What follows belongs to an exercise in optimizing a design on an open flow for small area and a short achievable clock period; a production flow would make more cautious choices.
The RTL was checked by simulation tests, not by an equivalence proof against the original design.
Power figures rest on the tool's default switching activity, not on a simulated workload. No driver is modelled on the clock port, so clocking that relies on it looks cheaper here than on a real chip.

// uart_tx_cfg
module uart_tx_cfg #(
  parameter int unsigned CLK_FREQ    = 50_000_000,
  parameter int unsigned BAUD_RATE   = 115200,
  parameter int unsigned DATA_BITS   = 8,
  parameter int unsigned PARITY_MODE = 0,
  parameter int unsigned STOP_BITS   = 1,
  parameter int unsigned FIFO_DEPTH  = 256
) (
  input  logic                          CLK,
  input  logic                          RST,
  input  logic                          i_valid,
  input  logic [DATA_BITS-1:0]          i_data,
  output logic                          o_ready,
  output logic                          o_tx,
  output logic                          o_busy,
  output logic [$clog2(FIFO_DEPTH):0]   o_level
);
==> flow/config.mk <==
export PLATFORM = sky130hd
export DESIGN_NAME = uart_tx_cfg
export DESIGN_NICKNAME = uart_tx_cfg
export VERILOG_FILES = /design/flow/design.v
export SDC_FILE = /design/flow/constraint.sdc
export NUM_CORES = 4
export LEC_CHECK = 0
export ABC_CLOCK_PERIOD_IN_PS = 2000
export CAP_MARGIN = 20
export CORE_MARGIN = 2
export CORE_UTILIZATION = 65
export CTS_CLUSTER_DIAMETER = 80
export CTS_CLUSTER_SIZE = 30
export SETUP_SLACK_MARGIN = 2.5
export SLEW_MARGIN = 20
==> flow/constraint.sdc <==
create_clock -name core_clock -period 4.5 [get_ports {CLK}]
set_input_delay 0.9000 -clock core_clock [delete_from_list [all_inputs] [get_ports {CLK}]]
set_output_delay 0.9000 -clock core_clock [all_outputs]
set_load 0.01 [all_outputs]
run.sh (not shown) runs the stock make flow with config.mk's settings and CLKGATE_MAP_FILE= SYNTH_SCRIPT=/design/flow/synth_recipe.tcl, a recipe that flattens the netlist after the stock synthesis.
The first run produced a clean layout.
Rerun with:
--- a/flow/config.mk
+++ b/flow/config.mk
@@ -7,6 +7,5 @@
 export LEC_CHECK = 0
-export ABC_CLOCK_PERIOD_IN_PS = 2000
 export CAP_MARGIN = 20
 export CORE_MARGIN = 2
-export CORE_UTILIZATION = 65
+export CORE_UTILIZATION = 75
 export CTS_CLUSTER_DIAMETER = 80
Now the flow stopped in 5_1_grt (DPL-0033).
Synthesized area does not change.
Synthesized cell count is unchanged.


Setup of run A:
uart_tx_cfg, a different RTL version from the one above (not shown whole).
For scale: ~3,100 cells after synthesis, roughly 2,200 flip-flops.
## uart_tx_cfg
module uart_tx_cfg #(
  parameter int unsigned CLK_FREQ    = 50_000_000,
  parameter int unsigned BAUD_RATE   = 115200,
  parameter int unsigned DATA_BITS   = 8,
  parameter int unsigned PARITY_MODE = 0,
  parameter int unsigned STOP_BITS   = 1,
  parameter int unsigned FIFO_DEPTH  = 256
) (
  input  logic                          CLK,
  input  logic                          RST,
  input  logic                          i_valid,
  input  logic [DATA_BITS-1:0]          i_data,
  output logic                          o_ready,
  output logic                          o_tx,
  output logic                          o_busy,
  output logic [$clog2(FIFO_DEPTH):0]   o_level
);
  localparam int unsigned TICKS = uart_pkg::calc_ticks(CLK_FREQ, BAUD_RATE);
  localparam int unsigned TW    = $clog2(TICKS);
  localparam int unsigned LW    = $clog2(FIFO_DEPTH) + 1;
  localparam int unsigned N     = FIFO_DEPTH + 1;
  localparam int unsigned PW    = $clog2(N);
  localparam int unsigned G     = 4;
  localparam int unsigned GW    = $clog2(G);
  if (!(DATA_BITS == 8 && PARITY_MODE == uart_pkg::PARITY_NONE && STOP_BITS == 1 &&
  ...
==> flow/config.mk <==
export PLATFORM = sky130hd
export DESIGN_NAME = uart_tx_cfg
export DESIGN_NICKNAME = uart_tx_cfg
export VERILOG_FILES = /design/flow/design.v
export SDC_FILE = /design/flow/constraint.sdc
export NUM_CORES = 4
export LEC_CHECK = 0
export CAP_MARGIN = 20
export CORE_MARGIN = 2
export CORE_UTILIZATION = 65
export CTS_CLUSTER_DIAMETER = 100
export CTS_CLUSTER_SIZE = 34
export SETUP_SLACK_MARGIN = 2.5
export SLEW_MARGIN = 20
==> flow/constraint.sdc <==
create_clock -name core_clock -period 4.5 [get_ports {CLK}]
set_input_delay 0.9000 -clock core_clock [delete_from_list [all_inputs] [get_ports {CLK}]]
set_output_delay 0.9000 -clock core_clock [all_outputs]
set_load 0.01 [all_outputs]
Run A: all stages complete, timing, DRC and antenna checks passed
Relative to run A, the following input files were edited for run B:
diff --git a/flow/config.mk b/flow/config.mk
--- a/flow/config.mk
+++ b/flow/config.mk
@@ -10,4 +10,4 @@
 export CORE_UTILIZATION = 65
-export CTS_CLUSTER_DIAMETER = 100
-export CTS_CLUSTER_SIZE = 34
+export CTS_CLUSTER_DIAMETER = 90
+export CTS_CLUSTER_SIZE = 32
 export SETUP_SLACK_MARGIN = 2.5
[summary]
- Run A -> run B: non-clock buffer instance count of the final layout decreased by a few percent
- Between run B and run A, the combinational share of power is lower for run B.
- Delta (run B minus run A): clock period minus final worst setup slack now smaller, clock insertion delay at the later pin of the skew report comparable.
- Run B finished every step from synthesis to the final layout, and the layout passed the timing, DRC and antenna checks.
- On portion of the layout cell area used by non-clock buffers, run B and run A are basically level.
- When the final numbers for run B and run A were put side by side, the wire length turned out to be smaller in run B.
Edits applied to the flow inputs when going from run B to run C:
diff --git a/flow/config.mk b/flow/config.mk
--- a/flow/config.mk
+++ b/flow/config.mk
@@ -10,5 +10,5 @@
 export CORE_UTILIZATION = 65
-export CTS_CLUSTER_DIAMETER = 90
-export CTS_CLUSTER_SIZE = 32
-export SETUP_SLACK_MARGIN = 2.5
+export CTS_CLUSTER_DIAMETER = 80
+export CTS_CLUSTER_SIZE = 30
+export SETUP_SLACK_MARGIN = 2.7
 export SLEW_MARGIN = 20
==> notes.md <==
- In the flow results for run B and run C, the part of the power in the clock network is smaller on run B.
- Compared with run B, in run C finished layout cell area now sits higher, post-layout utilization of the core higher, register share of the cell area went down by 2.1 points, met2 layer wire length in the routed design went up.
- Going from run B to run C, first-iteration DRC count grew by a few percent.
- Lower wire length of the first global-routing pass among run B and run C: run B
- Of run B and run C, the lower number of setup buffers added after CTS belongs to run B.
- Of run B and run C, the higher initial antenna violation count belongs to run C.
- Count of clock buffers in the final design up 4.7% in run C wrt run B
- Launching element of the worst setup path: lvo_q[0] -> run C, lvo_q[1] -> run B
- Run B tops out at a higher clock frequency than run C.

## separate check: timing with driven ports
Ports are ideal in the flow. The routed layouts listed here were re-timed in OpenROAD.
Step 1 sets driving cells, clkbuf_16 on the clock port and buf_2 on the other inputs (assumed; they add their load-dependent delay and slew).
Step 2 adds t to the input delays and takes it off the output delays; t is the mean of the earliest and latest rising clock arrival at the registers after step 1. Input paths then give back, and output paths get back, about the clock's delay inside the block.
Slacks: no drivers / after step 1 / after step 2; pairs: no drivers / after step 1.
| run | t, ns | setup slack, ns | worst data-port slew with drivers (ns) | pins driven straight from the clock port |
|---|---|---|---|---|
| the first run of note 1 | 0.726 | 2.331 / 2.262 / 1.970 | 0.05 | 1 |
| run A | 0.711 | 2.387 / 2.324 / 1.945 | 0.08 | 1 |
| run B | 0.707 | 2.402 / 2.337 / 1.951 | 0.08 | 1 |
| run C | 0.726 | 2.372 / 2.300 / 2.018 | 0.06 | 1 |
After both steps every run listed still meets setup and hold. For run B, which loses most, drivers alone change the setup slack by -0.065 ns; drivers and shift together by -0.451 ns.
